Source: an optimization exercise on an open RTL-to-GDS flow (aim: small area, a short achievable clock period and few clock cycles per item). Production flows keep margins and buffers that such runs may drop. In this exercise RTL edits were held to simulation tests only and were not proved equivalent to the original. No activity file was given, so power comes from the tool's default toggle rates.

==> module scancode_to_char_buffer, before the edit <==
module scancode_to_char_buffer (
    input  logic        aclk,
    input  logic        aresetn,
    input  logic        s_tvalid,
    output logic        s_tready,
    input  logic [15:0] s_tdata,
    input  logic [2:0]  s_tuser,
    output logic        m_tvalid,
    input  logic        m_tready,
    output logic [15:0] m_tdata
);
    logic         shift_reg, alt_reg;
    logic [127:0] keymap;
    logic [7:0]   wptr, rptr;
    logic [5:0]   gnext;             
    logic [6:0]   wchar_q;
    logic [7:0]   wd;
    logic [15:0]  wd_lo, wd_hi;
    logic         pend_head;         
    logic [63:0]  gsel;              
    logic [7:0]   cnt;               
    logic         kw_en, kw_val;
    logic [6:0]   kw_key;
    logic [255:0][6:0] ring;
    logic [6:0]   grp_cur [0:3];
    logic [6:0]   grp_nxt [0:3];
    logic        out_valid, skid_valid, s1_valid, s_rdy;
    logic [10:0] out_data, skid_data, s1_res;
    logic [7:0]  s1_kp;
    logic [2:0]  s1_khi;
    logic fire;
    assign s_tready = s_rdy;
    assign fire     = s_tvalid && s_rdy;
    logic [6:0] key;
    logic       brk, is_shift, is_alt;
    logic       k_scan, k_read, k_alt, k_clear, k_query;
    assign key      = s_tdata[6:0];
    assign brk      = s_tdata[7];
    assign is_shift = (key == CODE_LSHIFT) || (key == CODE_RSHIFT);
    assign is_alt   = (key == CODE_ALT);
    assign k_scan   = (s_tuser == REQ_SCAN);
    assign k_read   = (s_tuser == REQ_READ);
    assign k_alt    = (s_tuser == REQ_ALT);
    assign k_clear  = (s_tuser == REQ_CLEAR);
    assign k_query  = (s_tuser == REQ_QUERY);
    logic       empty, full;
    logic [7:0] wptr_inc, rptr_inc;
    logic       wr, rd, adv, gcross, clr;
    logic [6:0] wchar;
    assign wptr_inc = wptr + 8'd1;
    assign rptr_inc = rptr + 8'd1;
    assign wr       = fire && k_scan && !brk && !is_shift && !is_alt;
    assign rd       = fire && k_read && !empty;
    assign adv      = rd || (wr && full);
    assign gcross   = adv && (rptr[1:0] == 2'd3);
    assign clr      = fire && k_clear;
    assign wchar    = scb_pkg::char_lookup(key, shift_reg);
    logic [7:0] kp;
    always_comb begin
        for (int h = 0; h < 8; h++) begin
            if (kw_en && kw_key == {3'(h), s_tdata[11:8]}) kp[h] = k_query && kw_val;
            else kp[h] = k_query && keymap[{3'(h), s_tdata[11:8]}];
        end
    end
    logic [10:0] res;
    always_comb begin
        res = '0;
        if (k_read && !empty) begin
            res[6:0] = pend_head ? wchar_q : grp_cur[rptr[1:0]];
            res[7]   = 1'b1;
        end
        res[8]  = k_alt && alt_reg;
        res[10] = k_scan && !brk && is_alt;
    end
    logic [10:0] fin;
    always_comb begin
        fin    = s1_res;
        fin[9] = s1_kp[s1_khi];
    end
    logic pop, out_free, s1_to_out, s1_to_skid;
    logic out_valid_n, skid_valid_n, s1_valid_n;
    assign pop        = out_valid && m_tready;
    assign out_free   = !out_valid || pop;
    assign s1_to_out  = s1_valid && out_free && !skid_valid;
    assign s1_to_skid = s1_valid && (out_free ? skid_valid : !skid_valid);
    assign out_valid_n  = out_free ? (skid_valid || s1_valid) : 1'b1;
    assign skid_valid_n = out_free ? (skid_valid && s1_valid) : (skid_valid || s1_valid);
    assign s1_valid_n   = fire || (s1_valid && !s1_to_out && !s1_to_skid);
    logic [63:0][27:0] groups;
    logic [3:0][6:0]   nxt_rd;
    assign groups = ring;
    always_comb begin
        nxt_rd = '0;
        for (int j = 0; j < 64; j++) begin
            nxt_rd = nxt_rd | (groups[j] & {28{gsel[j]}});
        end
    end
    always_ff @(posedge aclk) begin
        for (int i = 0; i < 256; i++) begin
            if (wd_hi[i / 16] && wd_lo[i % 16]) ring[i] <= wchar_q;
        end
        for (int s = 0; s < 4; s++) begin
            if (wd == {gnext, 2'(s)}) grp_nxt[s] <= wchar_q;
            else grp_nxt[s] <= nxt_rd[s];
            if (gcross) begin
                if (wd == {gnext, 2'(s)}) grp_cur[s] <= wchar_q;
                else grp_cur[s] <= grp_nxt[s];
            end else if (wd == {rptr[7:2], 2'(s)}) begin
                grp_cur[s] <= wchar_q;
            end
        end
        wchar_q <= wchar;
        kw_key  <= key;
        kw_val  <= !brk;
        wd      <= wptr;
        for (int i = 0; i < 16; i++) begin
            wd_lo[i] <= (wptr[3:0] == 4'(i));
            wd_hi[i] <= (wptr[7:4] == 4'(i));
        end
        if (out_free) out_data <= skid_valid ? skid_data : fin;
        if (s1_to_skid) skid_data <= fin;
        if (s_rdy) begin
            s1_res <= res;
            s1_kp  <= kp;
            s1_khi <= s_tdata[14:12];
        end
    end
    always_ff @(posedge aclk) begin
        if (!aresetn) begin
            shift_reg  <= 1'b0;
            alt_reg    <= 1'b0;
            keymap     <= '0;
            wptr       <= '0;
            pend_head  <= 1'b0;
            rptr       <= '0;
            empty      <= 1'b1;
            full       <= 1'b0;
            gnext      <= 6'd1;
            gsel       <= 64'd2;
            cnt        <= '0;
            kw_en      <= 1'b0;
            out_valid  <= 1'b0;
            skid_valid <= 1'b0;
            s1_valid   <= 1'b0;
            s_rdy      <= 1'b1;
        end else begin
            if (fire && k_scan) begin
                if (is_shift) shift_reg <= !brk;
                if (is_alt && !brk) alt_reg <= 1'b1;
            end
            if (fire && k_alt) alt_reg <= 1'b0;
            kw_en <= fire && k_scan;
            if (kw_en) keymap[kw_key] <= kw_val;
            pend_head <= wr && empty;
            if (clr) begin
                empty <= 1'b1;
                full  <= 1'b0;
                cnt   <= '0;
            end else if (wr) begin
                empty <= 1'b0;
                if (!full) begin
                    full <= (cnt == 8'd254);
                    cnt  <= cnt + 8'd1;
                end
            end else if (rd) begin
                empty <= (cnt == 8'd1);
                full  <= 1'b0;
                cnt   <= cnt - 8'd1;
            end
            if (clr) begin
                wptr     <= '0;
                rptr     <= '0;
                gnext    <= 6'd1;
                gsel     <= 64'd2;
            end else begin
                if (wr) wptr <= wptr_inc;
                if (adv) rptr <= rptr_inc;
                if (gcross) begin
                    gnext    <= gnext + 6'd1;
                    gsel     <= {gsel[62:0], gsel[63]};
                end
            end
            out_valid  <= out_valid_n;
            skid_valid <= skid_valid_n;
            s1_valid   <= s1_valid_n;
            s_rdy      <= !(out_valid_n && skid_valid_n && s1_valid_n);
        end
    end
    assign m_tvalid = out_valid;
    assign m_tdata  = {4'b0, out_data[10:7], 1'b0, out_data[6:0]};
endmodule
clock: 4.5 ns
lec_check: 0
cap_margin: 20
core_margin: 2
core_utilization: 60
cts_cluster_diameter: 120
cts_cluster_size: 24
setup_slack_margin: 2.2
slew_margin: 20
tns_end_percent: 10
standard.sh (not shown) runs the stock make flow with config.mk's settings and CLKGATE_MAP_FILE= SYNTH_SCRIPT=/design/flow/synth_recipe.tcl, a recipe that flattens the netlist after the stock synthesis.
==> flow/flow/run.sh <==
#!/bin/bash
# The standard layout, with the port buffers made as sky130_fd_sc_hd__buf_4
# instead of the default delay cell, which the footprint-matched resizer
# cannot swap for a faster buffer afterwards; the resizer may also change
# a cell for one of another footprint. Make's full output goes to
# flow_make.log; each ORFS step keeps its own log under orfs/logs/.
set -euo pipefail
export BUFFER_PORTS_ARGS="-buffer_cell sky130_fd_sc_hd__buf_4"
bash standard.sh "BUFFER_PORTS_ARGS=$BUFFER_PORTS_ARGS" MATCH_CELL_FOOTPRINT=0 finish > flow_make.log 2>&1
The first run produced a clean layout.
Testbench counts at the start, summed over its fixed seeds: cycles 16,016, items 16,000.
Next try:
--- a/flow/design.v
+++ b/flow/design.v
@@ -146,12 +146,9 @@
     logic [6:0]   wchar_q;
     logic [7:0]   wd;
     logic [15:0]  wd_lo, wd_hi;
     logic         pend_head;         
-    logic [63:0]  gsel;              
-    logic [7:0]   cnt;               
-    logic         kw_en, kw_val;
-    logic [6:0]   kw_key;
+    logic [7:0]   gnext_lo, gnext_hi;  
     logic [255:0][6:0] ring;
     logic [6:0]   grp_cur [0:3];
     logic [6:0]   grp_nxt [0:3];
     logic        out_valid, skid_valid, s1_valid, s_rdy;
@@ -187,10 +184,9 @@
     assign wchar    = scb_pkg::char_lookup(key, shift_reg);
     logic [7:0] kp;
     always_comb begin
         for (int h = 0; h < 8; h++) begin
-            if (kw_en && kw_key == {3'(h), s_tdata[11:8]}) kp[h] = k_query && kw_val;
-            else kp[h] = k_query && keymap[{3'(h), s_tdata[11:8]}];
+            kp[h] = k_query && keymap[{3'(h), s_tdata[11:8]}];
         end
     end
     logic [10:0] res;
     always_comb begin
@@ -221,9 +217,9 @@
     assign groups = ring;
     always_comb begin
         nxt_rd = '0;
         for (int j = 0; j < 64; j++) begin
-            nxt_rd = nxt_rd | (groups[j] & {28{gsel[j]}});
+            nxt_rd = nxt_rd | (groups[j] & {28{gnext_hi[j / 8] && gnext_lo[j % 8]}});
         end
     end
     always_ff @(posedge aclk) begin
         for (int i = 0; i < 256; i++) begin
@@ -239,10 +235,8 @@
                 grp_cur[s] <= wchar_q;
             end
         end
         wchar_q <= wchar;
-        kw_key  <= key;
-        kw_val  <= !brk;
         wd      <= wptr;
         for (int i = 0; i < 16; i++) begin
             wd_lo[i] <= (wptr[3:0] == 4'(i));
             wd_hi[i] <= (wptr[7:4] == 4'(i));
@@ -265,50 +259,45 @@
             rptr       <= '0;
             empty      <= 1'b1;
             full       <= 1'b0;
             gnext      <= 6'd1;
-            gsel       <= 64'd2;
-            cnt        <= '0;
-            kw_en      <= 1'b0;
+            gnext_lo   <= 8'd2;
+            gnext_hi   <= 8'd1;
             out_valid  <= 1'b0;
             skid_valid <= 1'b0;
             s1_valid   <= 1'b0;
             s_rdy      <= 1'b1;
         end else begin
             if (fire && k_scan) begin
+                keymap[key] <= !brk;
                 if (is_shift) shift_reg <= !brk;
                 if (is_alt && !brk) alt_reg <= 1'b1;
             end
             if (fire && k_alt) alt_reg <= 1'b0;
-            kw_en <= fire && k_scan;
-            if (kw_en) keymap[kw_key] <= kw_val;
             pend_head <= wr && empty;
             if (clr) begin
                 empty <= 1'b1;
                 full  <= 1'b0;
-                cnt   <= '0;
             end else if (wr) begin
                 empty <= 1'b0;
-                if (!full) begin
-                    full <= (cnt == 8'd254);
-                    cnt  <= cnt + 8'd1;
-                end
+                if (!full) full <= (wptr_inc + 8'd1 == rptr);
             end else if (rd) begin
-                empty <= (cnt == 8'd1);
+                empty <= (rptr_inc == wptr);
                 full  <= 1'b0;
-                cnt   <= cnt - 8'd1;
             end
             if (clr) begin
                 wptr     <= '0;
                 rptr     <= '0;
                 gnext    <= 6'd1;
-                gsel     <= 64'd2;
+                gnext_lo <= 8'd2;
+                gnext_hi <= 8'd1;
             end else begin
                 if (wr) wptr <= wptr_inc;
                 if (adv) rptr <= rptr_inc;
                 if (gcross) begin
                     gnext    <= gnext + 6'd1;
-                    gsel     <= {gsel[62:0], gsel[63]};
+                    gnext_lo <= {gnext_lo[6:0], gnext_lo[7]};
+                    if (gnext_lo[7]) gnext_hi <= {gnext_hi[6:0], gnext_hi[7]};
                 end
             end
             out_valid  <= out_valid_n;
             skid_valid <= skid_valid_n;
Effect:
- sequential power drops by about 3%
- via count climbs by about 1.4%
- sequential share of layout area drops by 3.4 points
- register-to-register slack improves by 0.12 ns
- design area climbs by about 2.8%
- core utilization climbs by 1.9 points
- hold slack improves by 0.037 ns
- worst setup slack improves by 0.12 ns
Testbench counts after the change, summed over its fixed seeds: cycles 16,016, items 16,000.

[port drivers added, routing unchanged]
How much do the figures lean on ideal ports? The routed layouts below were timed once more, with nothing changed but the port constraints.
Step 1, drivers: a clkbuf_16 drives aclk and a buf_2 each remaining input, both assumed.
Step 2, shift: input delay + t, output delay - t, t = (earliest + latest rising clock arrival at the registers) / 2. This alone moves slack from input paths to output paths.
Slacks: ideal ports / drivers / drivers and shift; pairs: ideal ports / drivers.
run	shift t [ns]	slack for setup (ns)	hold WS [ns]	worst setup path after step 2	pins driven straight from the clock port
the first run	0.853	1.835 / 1.835 / 1.170	0.295 / 0.235 / 0.443	input to register	1
the second run	0.835	1.953 / 1.953 / 1.217	0.332 / 0.283 / 0.453	input to register	1
After both steps every run listed still meets setup and hold. For the second run, which loses most, drivers alone change the setup slack by 0.000 ns; drivers and shift together by -0.736 ns.
